Context: an optimization exercise on an open-source flow, tuned for a short achievable clock period. The choices shown serve that exercise and are no tape-out recipe.
Where RTL was checked, it was by simulation tests only, not by an equivalence proof against the original.
Power figures rest on the tool's default switching activity, not on a simulated workload.

==> 12-28 <==
## cap_pipe_top
module cap_pipe_top (
    input  wire logic                CLK,
    input  wire logic                rst_n,
    input  wire logic                insn_valid,
    input  wire logic [31:0]         insn,
    output logic                     retire_valid,
    output logic [38:0]              retire    
);
    localparam int W     = 32;
    localparam int CAP_W = 32 + 1;
    logic is_addi, is_inc, is_sub, is_mov, is_clr, is_gt, legal;
    insn_decoder decoder_i (
        .insn    (insn),
        .is_addi (is_addi),
        .is_inc  (is_inc),
        .is_sub  (is_sub),
        .is_mov  (is_mov),
        .is_clr  (is_clr),
        .is_gt   (is_gt),
        .legal   (legal)
    );
    logic [5-1:0] rd, rs1, rs2;
    assign rd  = insn[11:7];
    assign rs1 = insn[19:15];
    assign rs2 = insn[24:20];
    logic                 s1_valid, s1_wr;
    logic [5-1:0] s1_rd;
    logic                 s2_valid, s2_wr;
    logic [5-1:0] s2_rd;
    logic [5-1:0] s3_wrd;
    logic a_f, a_r, a_w, a_g, b_f, b_r, b_w, b_g;
    logic m1a, m2a, m3a, m1b, m2b, m3b;
    logic use_b;
    logic fa, fb;
    assign m1a = s1_valid & s1_wr & (s1_rd == rs1);
    assign m2a = s2_valid & s2_wr & (s2_rd == rs1);
    assign m3a = (s3_wrd == rs1) & (rs1 != '0);
    assign m1b = s1_valid & s1_wr & (s1_rd == rs2);
    assign m2b = s2_valid & s2_wr & (s2_rd == rs2);
    assign m3b = (s3_wrd == rs2) & (rs2 != '0);
    assign use_b = is_inc | is_sub;
    assign a_f   = m1a;
    assign a_r   = ~m1a & m2a;
    assign a_w   = ~m1a & ~m2a & m3a;
    assign a_g   = ~m1a & ~m2a & ~m3a;
    assign b_f   = m1b;
    assign b_r   = ~m1b & m2b;
    assign b_w   = ~m1b & ~m2b & m3b;
    assign b_g   = ~m1b & ~m2b & ~m3b;
    assign fa    = a_f;
    assign fb    = b_f & use_b;
    logic [3:0] grp1, grp2;
    assign grp1 = 4'b0001 << rs1[4:3];
    assign grp2 = 4'b0001 << rs2[4:3];
    logic n_xs, n_xsn, n_xs1, n_xa, n_zb, n_zbn, n_za;
    always_comb begin
        n_xs  = ((is_addi | is_mov | is_clr) & fa) | (is_inc & (fa ^ fb)) | (is_sub & fa & ~fb);
        n_xsn = is_sub & ~fa & fb;
        n_xs1 = is_inc & fa & fb;
        n_xa  = ~fa & ((is_addi | is_mov | is_clr) | ((is_inc | is_sub) & ~fb));
        n_zb  = is_inc & ~fb;
  ...
==> flow/config.mk <==
export PLATFORM = sky130hd
export DESIGN_NAME = cap_pipe_top
export DESIGN_NICKNAME = cap_pipe_top
export VERILOG_FILES = /design/flow/design.v
export SDC_FILE = /design/flow/constraint.sdc
export NUM_CORES = 4
export LEC_CHECK = 0
export CAP_MARGIN = 20
export CORE_MARGIN = 2
export CORE_UTILIZATION = 50
export SETUP_SLACK_MARGIN = 3.5
export SLEW_MARGIN = 20
export TNS_END_PERCENT = 100
==> flow/constraint.sdc <==
create_clock -name core_clock -period 6.0 [get_ports {CLK}]
set_input_delay 1.2000 -clock core_clock [delete_from_list [all_inputs] [get_ports {CLK}]]
set_output_delay 1.2000 -clock core_clock [all_outputs]
set_load 0.01 [all_outputs]
run.sh (not shown) runs the stock make flow with config.mk's settings and CLKGATE_MAP_FILE= SYNTH_SCRIPT=/design/flow/synth_recipe.tcl, a recipe that flattens the netlist after the stock synthesis.
==> inputs of 07-26, as changes to 12-28 <==
--- a/flow/design.v
+++ b/flow/design.v
@@ -77,42 +77,53 @@
 );
     localparam int CAP_W = 32 + 1;
     logic [32*CAP_W-1:0] regs;
     logic [32-1:1]       written;
     logic [32*CAP_W-1:0] eff;     
     assign regs[0 +: CAP_W] = CAP_NULL;
     assign eff[0 +: CAP_W]  = CAP_NULL;
+    for (genvar i = 1; i < 32; i++) begin : g_eff0
+        assign eff[i*CAP_W +: 32] = '0;    
+    end
     for (genvar i = 1; i < 32; i++) begin : g_reg
         always_ff @(posedge CLK or negedge rst_n) begin
             if (!rst_n) begin
                 written[i] <= 1'b0;
             end else if (wr_en[i]) begin
                 written[i] <= 1'b1;
             end
         end
         always_ff @(posedge CLK) begin
             if (wr_en[i]) begin
                 regs[i*CAP_W +: CAP_W] <= wr_data;
             end
         end
-        assign eff[i*CAP_W +: 32] = regs[i*CAP_W +: 32] & {32{written[i]}};
         assign eff[i*CAP_W + 32]  = regs[i*CAP_W + 32] | ~written[i];
     end
-    logic [7:0] oh1, oh2;
+    logic [7:0]           oh1, oh2;
+    logic [32-1:0] sel1, sel2;    
     assign oh1 = 8'b1 << rs1[2:0];
     assign oh2 = 8'b1 << rs2[2:0];
+    assign sel1[0] = 1'b0;
+    assign sel2[0] = 1'b0;
+    for (genvar i = 1; i < 32; i++) begin : g_sel
+        assign sel1[i] = oh1[i % 8] & written[i];
+        assign sel2[i] = oh2[i % 8] & written[i];
+    end
     always_comb begin
         ga = '0;
         gb = '0;
         for (int j = 0; j < 4; j++) begin
             for (int k = 0; k < 8; k++) begin
-                ga[j*CAP_W +: CAP_W]       = ga[j*CAP_W +: CAP_W]
-                                           | ({CAP_W{oh1[k]}} & eff[(j*8+k)*CAP_W +: CAP_W]);
+                ga[j*CAP_W +: 32]    = ga[j*CAP_W +: 32]
+                                           | ({32{sel1[j*8+k]}} & regs[(j*8+k)*CAP_W +: 32]);
+                ga[j*CAP_W + 32]     = ga[j*CAP_W + 32]
+                                           | (oh1[k] & eff[(j*8+k)*CAP_W + 32]);
                 gb[j*32 +: 32] = gb[j*32 +: 32]
-                                           | ({32{oh2[k]}} & eff[(j*8+k)*CAP_W +: 32]);
+                                           | ({32{sel2[j*8+k]}} & regs[(j*8+k)*CAP_W +: 32]);
             end
         end
     end
 endmodule
 `default_nettype wire
 `timescale 1ns/100ps
 `default_nettype none
@@ -125,25 +136,25 @@
     input  wire logic                      rst_n,
     input  wire logic                      s1_valid,
     input  wire logic [5-1:0]      s1_rd,
     input  wire logic                      s1_wr,
     input  wire logic                      s1_exc,
     input  wire logic [32-1:1]      s1_we,
     input  wire logic                      xs,       
-    input  wire logic                      xsn,      
+    input  wire logic                      zs,       
+    input  wire logic                      zsn,      
     input  wire logic                      xs1,      
     input  wire logic                      y1,       
     input  wire logic                      xa_r,     
     input  wire logic                      xa_w,     
     input  wire logic [3:0]                xa_g,     
     input  wire logic                      z_ret,    
     input  wire logic                      z_retn,   
     input  wire logic                      z_wb,     
     input  wire logic                      z_wbn,    
-    input  wire logic [3:0]                z_ga,     
     input  wire logic [3:0]                z_gb,     
     input  wire logic [3:0]                z_gbn,    
     input  wire logic [32-1:0]       imm_m,    
     input  wire logic                      e0_one,
     input  wire logic                      e0_tag,
     input  wire logic                      t_f,      
     input  wire logic                      t_r,      
@@ -172,38 +183,40 @@
     logic         ret_tag_qn, wb_tag_qn;
     logic [W-1:0] ret, wb;
     logic         ret_tag, wb_tag;
     assign ret     = ~ret_qn;
     assign ret_tag = ~ret_tag_qn;
     assign wb      = ~wb_qn;
     assign wb_tag  = ~wb_tag_qn;
-    logic [W-1:0] x, y, z, m, sum_s, sum_c;
+    logic [W-1:0] x, y, y2, z, m, sum_s, sum_s2, sum_c;
     logic         tag_a, e0;
     logic [W-1:0] n_hp, n_g, n_p;
     always_comb begin
-        x = ({W{xs}} & s2_s) | ({W{xsn}} & ~s2_s) | ({W{xs1}} & {s2_s[W-2:0], 1'b0})
+        x = ({W{xs}} & s2_s) | ({W{xs1}} & {s2_s[W-2:0], 1'b0})
           | ({W{xa_r}} & ret) | ({W{xa_w}} & wb);
-        y = ({W{xs}} & s2_c) | ({W{xsn}} & ~s2_c) | ({W{xs1}} & {s2_c[W-2:0], 1'b0}) | {W{y1}};
-        z = imm_m | ({W{z_ret}} & ret) | ({W{z_retn}} & ~ret) | ({W{z_wb}} & wb) | ({W{z_wbn}} & ~wb);
+        y = ({W{xs | zs}} & s2_c) | ({W{zsn}} & ~s2_c) | ({W{xs1}} & {s2_c[W-2:0], 1'b0}) | {W{y1}};
+        z = imm_m | ({W{zs}} & s2_s) | ({W{zsn}} & ~s2_s) | ({W{z_ret}} & ret) | ({W{z_retn}} & ~ret) | ({W{z_wb}} & wb) | ({W{z_wbn}} & ~wb);
         tag_a = (t_f & s2_tag) | (t_r & ret_tag) | (t_w & wb_tag);
         for (int j = 0; j < 4; j++) begin
             x = x | ({W{xa_g[j]}} & ga[j*CAP_W +: W]);
-            z = z | ({W{z_ga[j]}} & ga[j*CAP_W +: W])
-                  | ({W{z_gb[j]}} & gb[j*W +: W])
+            z = z | ({W{z_gb[j]}} & gb[j*W +: W])
                   | ({W{z_gbn[j]}} & ~gb[j*W +: W]);
             tag_a = tag_a | (t_g[j] & ga[j*CAP_W + W]);
         end
-        sum_s = x ^ y ^ z;
-        m     = (x & y) | (x & z) | (y & z);
+        y2     = (({W{y1}} | ({W{zsn}} & ~s2_c)) | ({W{xs1}} & {s2_c[W-2:0], 1'b0}))
+               | ({W{xs | zs}} & s2_c);
+        sum_s  = x ^ (y ^ z);
+        sum_s2 = (x ^ y) ^ z;
+        m      = (x & y2) | (x & z) | (y2 & z);
         e0    = e0_one | (e0_tag & tag_a);
         sum_c = {m[W-2:0], e0};
         n_hp = sum_s ^ sum_c;
-        n_g  = sum_s & sum_c;
+        n_g  = sum_s2 & sum_c;
         n_p  = n_hp;
-        n_g[0] = sum_s[0] | sum_c[0];    
+        n_g[0] = sum_s2[0] | sum_c[0];    
         for (int d = 1; d < (1 << PRE); d = d * 2) begin
             for (int i = W - 1; i >= d; i--) begin
                 n_g[i] = n_g[i] | (n_p[i] & n_g[i-d]);
                 n_p[i] = n_p[i] & n_p[i-d];
             end
         end
     end
@@ -324,23 +337,23 @@
     assign b_w   = ~m1b & ~m2b & m3b;
     assign b_g   = ~m1b & ~m2b & ~m3b;
     assign fa    = a_f;
     assign fb    = b_f & use_b;
     logic [3:0] grp1, grp2;
     assign grp1 = 4'b0001 << rs1[4:3];
     assign grp2 = 4'b0001 << rs2[4:3];
-    logic n_xs, n_xsn, n_xs1, n_xa, n_zb, n_zbn, n_za;
+    logic n_xs, n_zs, n_zsn, n_xs1, n_xa, n_zb, n_zbn;
     always_comb begin
-        n_xs  = ((is_addi | is_mov | is_clr) & fa) | (is_inc & (fa ^ fb)) | (is_sub & fa & ~fb);
-        n_xsn = is_sub & ~fa & fb;
+        n_xs  = (is_addi | is_mov | is_clr | ((is_inc | is_sub) & ~fb)) & fa;
+        n_zs  = is_inc & ~fa & fb;
+        n_zsn = is_sub & ~fa & fb;
         n_xs1 = is_inc & fa & fb;
-        n_xa  = ~fa & ((is_addi | is_mov | is_clr) | ((is_inc | is_sub) & ~fb));
+        n_xa  = ~fa & (is_addi | is_mov | is_clr | is_inc | is_sub);
         n_zb  = is_inc & ~fb;
         n_zbn = is_sub & ~fb;
-        n_za  = (is_inc | is_sub) & ~fa & fb;
     end
     logic [32-1:1]   wr_en;
     pipe_types_pkg::cap_t   wr_data;
     logic [4*CAP_W-1:0]     ga_n;
     logic [4*W-1:0]         gb_n;
     operand_stage operand_i (
         .CLK     (CLK),
@@ -350,16 +363,16 @@
         .rs1     (rs1),
         .rs2     (rs2),
         .ga      (ga_n),
         .gb      (gb_n)
     );
     logic                 s1_exc;
     logic [32-1:1] s1_we;
-    logic                 xs, xsn, xs1, xa_r, xa_w, z_ret, z_retn, z_wb, z_wbn, t_w;
-    logic [3:0]           xa_g, z_ga, z_gb, z_gbn, t_g;
+    logic                 xs, zs, zsn, xs1, xa_r, xa_w, z_ret, z_retn, z_wb, z_wbn, t_w;
+    logic [3:0]           xa_g, z_gb, z_gbn, t_g;
     logic                 y1, e0_one, e0_tag, t_f, t_r, tag_keep;
     logic [W-1:0]         imm_m;
     logic [4*CAP_W-1:0]   ga;
     logic [4*W-1:0]       gb;
     always_ff @(posedge CLK or negedge rst_n) begin
         if (!rst_n) begin
             s1_valid <= 1'b0;
@@ -371,64 +384,64 @@
         s1_rd    <= rd;
         s1_wr    <= legal & (rd != '0);
         s1_exc   <= ~legal;
         for (int i = 1; i < 32; i++) begin
             s1_we[i] <= rd == i;
         end
         xs       <= n_xs;
-        xsn      <= n_xsn;
+        zs       <= n_zs;
+        zsn      <= n_zsn;
         xs1      <= n_xs1;
         xa_r     <= n_xa & a_r;
         xa_w     <= n_xa & a_w;
         xa_g     <= {4{n_xa & a_g}} & grp1;
-        z_ret    <= (n_zb & b_r) | (n_za & a_r);
+        z_ret    <= n_zb & b_r;
         z_retn   <= n_zbn & b_r;
-        z_wb     <= (n_zb & b_w) | (n_za & a_w);
+        z_wb     <= n_zb & b_w;
         z_wbn    <= n_zbn & b_w;
-        z_ga     <= {4{n_za & a_g}} & grp1;
         z_gb     <= {4{n_zb & b_g}} & grp2;
         z_gbn    <= {4{n_zbn & b_g}} & grp2;
         imm_m    <= {{(W-12){insn[31]}}, insn[31:20]} & {W{is_addi}};
-        y1       <= ((is_addi | is_mov | is_clr) & ~fa) | (is_inc & ~fa & ~fb)
-                  | (is_sub & fa & fb) | is_gt | ~legal;
+        y1       <= ~(((is_addi | is_mov | is_clr) & fa) | (is_inc & (fa | fb))
+                  | (is_sub & ~(fa & fb)));
         e0_one   <= (is_inc & fa & fb) | (is_sub & fa & ~fb);
         e0_tag   <= is_gt;
         t_f      <= a_f;
         t_r      <= a_r;
         t_w      <= a_w;
         t_g      <= {4{a_g}} & grp1;
         tag_keep <= is_inc | is_mov;
         ga       <= ga_n;
         gb       <= gb_n;
     end
     pipe_types_pkg::retire_t retire_s;
     assign retire = retire_s;
     cap_alu_stage #(
         .HA1 (1),
-        .PRE (0)
+        .PRE (1)
     ) alu_i (
         .CLK          (CLK),
         .rst_n        (rst_n),
         .s1_valid     (s1_valid),
         .s1_rd        (s1_rd),
         .s1_wr        (s1_wr),
         .s1_exc       (s1_exc),
         .s1_we        (s1_we),
         .xs           (xs),
-        .xsn          (xsn),
+        .zs           (zs),
+        .zsn          (zsn),
         .xs1          (xs1),
         .y1           (y1),
         .xa_r         (xa_r),
         .xa_w         (xa_w),
         .xa_g         (xa_g),
         .z_ret        (z_ret),
         .z_retn       (z_retn),
         .z_wb         (z_wb),
         .z_wbn        (z_wbn),
-        .z_ga         (z_ga),
         .z_gb         (z_gb),
         .z_gbn        (z_gbn),
         .imm_m        (imm_m),
         .e0_one       (e0_one),
         .e0_tag       (e0_tag),
         .t_f          (t_f),
         .t_r          (t_r),
==> flow/config.mk (replaced) <==
export PLATFORM = sky130hd
export DESIGN_NAME = cap_pipe_top
export DESIGN_NICKNAME = cap_pipe_top
export VERILOG_FILES = /design/flow/design.v
export SDC_FILE = /design/flow/constraint.sdc
export NUM_CORES = 4
export LEC_CHECK = 0
export CAP_MARGIN = 20
export CORE_MARGIN = 2
export CORE_UTILIZATION = 55
export SETUP_SLACK_MARGIN = 3.5
export SLEW_MARGIN = 20
export TNS_END_PERCENT = 100
==> inputs of 10-17, as changes to 12-28 <==
--- a/flow/design.v
+++ b/flow/design.v
@@ -77,42 +77,53 @@
 );
     localparam int CAP_W = 32 + 1;
     logic [32*CAP_W-1:0] regs;
     logic [32-1:1]       written;
     logic [32*CAP_W-1:0] eff;     
     assign regs[0 +: CAP_W] = CAP_NULL;
     assign eff[0 +: CAP_W]  = CAP_NULL;
+    for (genvar i = 1; i < 32; i++) begin : g_eff0
+        assign eff[i*CAP_W +: 32] = '0;    
+    end
     for (genvar i = 1; i < 32; i++) begin : g_reg
         always_ff @(posedge CLK or negedge rst_n) begin
             if (!rst_n) begin
                 written[i] <= 1'b0;
             end else if (wr_en[i]) begin
                 written[i] <= 1'b1;
             end
         end
         always_ff @(posedge CLK) begin
             if (wr_en[i]) begin
                 regs[i*CAP_W +: CAP_W] <= wr_data;
             end
         end
-        assign eff[i*CAP_W +: 32] = regs[i*CAP_W +: 32] & {32{written[i]}};
         assign eff[i*CAP_W + 32]  = regs[i*CAP_W + 32] | ~written[i];
     end
-    logic [7:0] oh1, oh2;
+    logic [7:0]           oh1, oh2;
+    logic [32-1:0] sel1, sel2;    
     assign oh1 = 8'b1 << rs1[2:0];
     assign oh2 = 8'b1 << rs2[2:0];
+    assign sel1[0] = 1'b0;
+    assign sel2[0] = 1'b0;
+    for (genvar i = 1; i < 32; i++) begin : g_sel
+        assign sel1[i] = oh1[i % 8] & written[i];
+        assign sel2[i] = oh2[i % 8] & written[i];
+    end
     always_comb begin
         ga = '0;
         gb = '0;
         for (int j = 0; j < 4; j++) begin
             for (int k = 0; k < 8; k++) begin
-                ga[j*CAP_W +: CAP_W]       = ga[j*CAP_W +: CAP_W]
-                                           | ({CAP_W{oh1[k]}} & eff[(j*8+k)*CAP_W +: CAP_W]);
+                ga[j*CAP_W +: 32]    = ga[j*CAP_W +: 32]
+                                           | ({32{sel1[j*8+k]}} & regs[(j*8+k)*CAP_W +: 32]);
+                ga[j*CAP_W + 32]     = ga[j*CAP_W + 32]
+                                           | (oh1[k] & eff[(j*8+k)*CAP_W + 32]);
                 gb[j*32 +: 32] = gb[j*32 +: 32]
-                                           | ({32{oh2[k]}} & eff[(j*8+k)*CAP_W +: 32]);
+                                           | ({32{sel2[j*8+k]}} & regs[(j*8+k)*CAP_W +: 32]);
             end
         end
     end
 endmodule
 `default_nettype wire
 `timescale 1ns/100ps
 `default_nettype none
@@ -125,25 +136,25 @@
     input  wire logic                      rst_n,
     input  wire logic                      s1_valid,
     input  wire logic [5-1:0]      s1_rd,
     input  wire logic                      s1_wr,
     input  wire logic                      s1_exc,
     input  wire logic [32-1:1]      s1_we,
     input  wire logic                      xs,       
-    input  wire logic                      xsn,      
+    input  wire logic                      zs,       
+    input  wire logic                      zsn,      
     input  wire logic                      xs1,      
     input  wire logic                      y1,       
     input  wire logic                      xa_r,     
     input  wire logic                      xa_w,     
     input  wire logic [3:0]                xa_g,     
     input  wire logic                      z_ret,    
     input  wire logic                      z_retn,   
     input  wire logic                      z_wb,     
     input  wire logic                      z_wbn,    
-    input  wire logic [3:0]                z_ga,     
     input  wire logic [3:0]                z_gb,     
     input  wire logic [3:0]                z_gbn,    
     input  wire logic [32-1:0]       imm_m,    
     input  wire logic                      e0_one,
     input  wire logic                      e0_tag,
     input  wire logic                      t_f,      
     input  wire logic                      t_r,      
@@ -172,38 +183,40 @@
     logic         ret_tag_qn, wb_tag_qn;
     logic [W-1:0] ret, wb;
     logic         ret_tag, wb_tag;
     assign ret     = ~ret_qn;
     assign ret_tag = ~ret_tag_qn;
     assign wb      = ~wb_qn;
     assign wb_tag  = ~wb_tag_qn;
-    logic [W-1:0] x, y, z, m, sum_s, sum_c;
+    logic [W-1:0] x, y, y2, z, m, sum_s, sum_s2, sum_c;
     logic         tag_a, e0;
     logic [W-1:0] n_hp, n_g, n_p;
     always_comb begin
-        x = ({W{xs}} & s2_s) | ({W{xsn}} & ~s2_s) | ({W{xs1}} & {s2_s[W-2:0], 1'b0})
+        x = ({W{xs}} & s2_s) | ({W{xs1}} & {s2_s[W-2:0], 1'b0})
           | ({W{xa_r}} & ret) | ({W{xa_w}} & wb);
-        y = ({W{xs}} & s2_c) | ({W{xsn}} & ~s2_c) | ({W{xs1}} & {s2_c[W-2:0], 1'b0}) | {W{y1}};
-        z = imm_m | ({W{z_ret}} & ret) | ({W{z_retn}} & ~ret) | ({W{z_wb}} & wb) | ({W{z_wbn}} & ~wb);
+        y = ({W{xs | zs}} & s2_c) | ({W{zsn}} & ~s2_c) | ({W{xs1}} & {s2_c[W-2:0], 1'b0}) | {W{y1}};
+        z = imm_m | ({W{zs}} & s2_s) | ({W{zsn}} & ~s2_s) | ({W{z_ret}} & ret) | ({W{z_retn}} & ~ret) | ({W{z_wb}} & wb) | ({W{z_wbn}} & ~wb);
         tag_a = (t_f & s2_tag) | (t_r & ret_tag) | (t_w & wb_tag);
         for (int j = 0; j < 4; j++) begin
             x = x | ({W{xa_g[j]}} & ga[j*CAP_W +: W]);
-            z = z | ({W{z_ga[j]}} & ga[j*CAP_W +: W])
-                  | ({W{z_gb[j]}} & gb[j*W +: W])
+            z = z | ({W{z_gb[j]}} & gb[j*W +: W])
                   | ({W{z_gbn[j]}} & ~gb[j*W +: W]);
             tag_a = tag_a | (t_g[j] & ga[j*CAP_W + W]);
         end
-        sum_s = x ^ y ^ z;
-        m     = (x & y) | (x & z) | (y & z);
+        y2     = (({W{y1}} | ({W{zsn}} & ~s2_c)) | ({W{xs1}} & {s2_c[W-2:0], 1'b0}))
+               | ({W{xs | zs}} & s2_c);
+        sum_s  = x ^ (y ^ z);
+        sum_s2 = (x ^ y) ^ z;
+        m      = (x & y2) | (x & z) | (y2 & z);
         e0    = e0_one | (e0_tag & tag_a);
         sum_c = {m[W-2:0], e0};
         n_hp = sum_s ^ sum_c;
-        n_g  = sum_s & sum_c;
+        n_g  = sum_s2 & sum_c;
         n_p  = n_hp;
-        n_g[0] = sum_s[0] | sum_c[0];    
+        n_g[0] = sum_s2[0] | sum_c[0];    
         for (int d = 1; d < (1 << PRE); d = d * 2) begin
             for (int i = W - 1; i >= d; i--) begin
                 n_g[i] = n_g[i] | (n_p[i] & n_g[i-d]);
                 n_p[i] = n_p[i] & n_p[i-d];
             end
         end
     end
@@ -324,23 +337,23 @@
     assign b_w   = ~m1b & ~m2b & m3b;
     assign b_g   = ~m1b & ~m2b & ~m3b;
     assign fa    = a_f;
     assign fb    = b_f & use_b;
     logic [3:0] grp1, grp2;
     assign grp1 = 4'b0001 << rs1[4:3];
     assign grp2 = 4'b0001 << rs2[4:3];
-    logic n_xs, n_xsn, n_xs1, n_xa, n_zb, n_zbn, n_za;
+    logic n_xs, n_zs, n_zsn, n_xs1, n_xa, n_zb, n_zbn;
     always_comb begin
-        n_xs  = ((is_addi | is_mov | is_clr) & fa) | (is_inc & (fa ^ fb)) | (is_sub & fa & ~fb);
-        n_xsn = is_sub & ~fa & fb;
+        n_xs  = (is_addi | is_mov | is_clr | ((is_inc | is_sub) & ~fb)) & fa;
+        n_zs  = is_inc & ~fa & fb;
+        n_zsn = is_sub & ~fa & fb;
         n_xs1 = is_inc & fa & fb;
-        n_xa  = ~fa & ((is_addi | is_mov | is_clr) | ((is_inc | is_sub) & ~fb));
+        n_xa  = ~fa & (is_addi | is_mov | is_clr | is_inc | is_sub);
         n_zb  = is_inc & ~fb;
         n_zbn = is_sub & ~fb;
-        n_za  = (is_inc | is_sub) & ~fa & fb;
     end
     logic [32-1:1]   wr_en;
     pipe_types_pkg::cap_t   wr_data;
     logic [4*CAP_W-1:0]     ga_n;
     logic [4*W-1:0]         gb_n;
     operand_stage operand_i (
         .CLK     (CLK),
@@ -350,16 +363,16 @@
         .rs1     (rs1),
         .rs2     (rs2),
         .ga      (ga_n),
         .gb      (gb_n)
     );
     logic                 s1_exc;
     logic [32-1:1] s1_we;
-    logic                 xs, xsn, xs1, xa_r, xa_w, z_ret, z_retn, z_wb, z_wbn, t_w;
-    logic [3:0]           xa_g, z_ga, z_gb, z_gbn, t_g;
+    logic                 xs, zs, zsn, xs1, xa_r, xa_w, z_ret, z_retn, z_wb, z_wbn, t_w;
+    logic [3:0]           xa_g, z_gb, z_gbn, t_g;
     logic                 y1, e0_one, e0_tag, t_f, t_r, tag_keep;
     logic [W-1:0]         imm_m;
     logic [4*CAP_W-1:0]   ga;
     logic [4*W-1:0]       gb;
     always_ff @(posedge CLK or negedge rst_n) begin
         if (!rst_n) begin
             s1_valid <= 1'b0;
@@ -371,64 +384,64 @@
         s1_rd    <= rd;
         s1_wr    <= legal & (rd != '0);
         s1_exc   <= ~legal;
         for (int i = 1; i < 32; i++) begin
             s1_we[i] <= rd == i;
         end
         xs       <= n_xs;
-        xsn      <= n_xsn;
+        zs       <= n_zs;
+        zsn      <= n_zsn;
         xs1      <= n_xs1;
         xa_r     <= n_xa & a_r;
         xa_w     <= n_xa & a_w;
         xa_g     <= {4{n_xa & a_g}} & grp1;
-        z_ret    <= (n_zb & b_r) | (n_za & a_r);
+        z_ret    <= n_zb & b_r;
         z_retn   <= n_zbn & b_r;
-        z_wb     <= (n_zb & b_w) | (n_za & a_w);
+        z_wb     <= n_zb & b_w;
         z_wbn    <= n_zbn & b_w;
-        z_ga     <= {4{n_za & a_g}} & grp1;
         z_gb     <= {4{n_zb & b_g}} & grp2;
         z_gbn    <= {4{n_zbn & b_g}} & grp2;
         imm_m    <= {{(W-12){insn[31]}}, insn[31:20]} & {W{is_addi}};
-        y1       <= ((is_addi | is_mov | is_clr) & ~fa) | (is_inc & ~fa & ~fb)
-                  | (is_sub & fa & fb) | is_gt | ~legal;
+        y1       <= ~(((is_addi | is_mov | is_clr) & fa) | (is_inc & (fa | fb))
+                  | (is_sub & ~(fa & fb)));
         e0_one   <= (is_inc & fa & fb) | (is_sub & fa & ~fb);
         e0_tag   <= is_gt;
         t_f      <= a_f;
         t_r      <= a_r;
         t_w      <= a_w;
         t_g      <= {4{a_g}} & grp1;
         tag_keep <= is_inc | is_mov;
         ga       <= ga_n;
         gb       <= gb_n;
     end
     pipe_types_pkg::retire_t retire_s;
     assign retire = retire_s;
     cap_alu_stage #(
         .HA1 (1),
-        .PRE (0)
+        .PRE (1)
     ) alu_i (
         .CLK          (CLK),
         .rst_n        (rst_n),
         .s1_valid     (s1_valid),
         .s1_rd        (s1_rd),
         .s1_wr        (s1_wr),
         .s1_exc       (s1_exc),
         .s1_we        (s1_we),
         .xs           (xs),
-        .xsn          (xsn),
+        .zs           (zs),
+        .zsn          (zsn),
         .xs1          (xs1),
         .y1           (y1),
         .xa_r         (xa_r),
         .xa_w         (xa_w),
         .xa_g         (xa_g),
         .z_ret        (z_ret),
         .z_retn       (z_retn),
         .z_wb         (z_wb),
         .z_wbn        (z_wbn),
-        .z_ga         (z_ga),
         .z_gb         (z_gb),
         .z_gbn        (z_gbn),
         .imm_m        (imm_m),
         .e0_one       (e0_one),
         .e0_tag       (e0_tag),
         .t_f          (t_f),
         .t_r          (t_r),
==> flow/flow/run.sh (new file) <==
#!/bin/bash
set -euo pipefail
cd "$(dirname "$0")/.."
export BUFFER_PORTS_ARGS="-buffer_cell sky130_fd_sc_hd__buf_4"
bash standard.sh finish > standard_flow.log 2>&1
==> flow/standard.sh (new file) <==
#!/bin/bash
# synth_recipe.tcl (not shown) runs the flow's synth.tcl, then flattens the netlist and writes it again
# the make line also repeats each setting of config.mk as NAME=value (left out here)
make -C /OpenROAD-flow-scripts/flow DESIGN_CONFIG=/design/flow/config.mk WORK_HOME=/design/flow/orfs CLKGATE_MAP_FILE= SYNTH_SCRIPT=/design/flow/synth_recipe.tcl "${@:-finish}"
removed: flow/run.sh
==> qor summary <==
metric                                                                                           10-17           07-26           12-28
Run status                                                                              finished clean  finished clean  finished clean
Global-route wire length before repair                                                          336 mm          336 mm          410 mm
Post-Layout Inst Area                                                                       76600 um^2      76000 um^2      79400 um^2
Post-synthesis compound-gate area fraction                                                       0.148           0.148           0.134
Inserted Diodes                                                                                      2               8              12
Fraction of area in registers                                                                    0.595           0.599           0.568
Post-synthesis share of cell area spent on full adders, half adders and majority gates         0.00972         0.00972          0.0149
Portion of the layout cell area used by clock cells                                             0.0806          0.0742          0.0762
Average footprint of a synthesized cell                                                      13.7 um^2       13.7 um^2       11.8 um^2
Min Clock Period, post-route                                                                   2.70 ns         2.54 ns         2.62 ns
Clock distribution power                                                                       11.6 mW         10.7 mW         11.5 mW
Sw Share                                                                                         0.202           0.205           0.216
Die Area                                                                                   136000 um^2     124000 um^2     140000 um^2
Function not checked in 12-28: the RTL went through the layout flow alone.

static timing again, ports no longer ideal:
The flow's constraints put no driver on any port. The routed layouts listed below were extracted and timed again, unchanged, in two steps. Step 1 assumes that a clkbuf_16 drives the clock port and a buf_2 every other input. Step 2 times the ports against the registers' clock, not the clock port: input delays grow and output delays shrink by t, the midpoint of the rising clock arrivals with the driver on. Three values: no drivers, after step 1, after step 2; two values: the first two.
run | t, ns | slack for setup (ns) | worst setup path at the end
12-28 | 0.893 | 3.378 / 3.378 / 2.573 | input to register
07-26 | 0.887 | 3.461 / 3.417 / 2.607 | input to register
10-17 | 0.893 | 3.304 / 3.227 / 2.663 | input to register
After both steps setup and hold are still met in every run listed. For 07-26, which loses most, drivers alone change the setup slack by -0.044 ns; drivers and shift together by -0.854 ns.
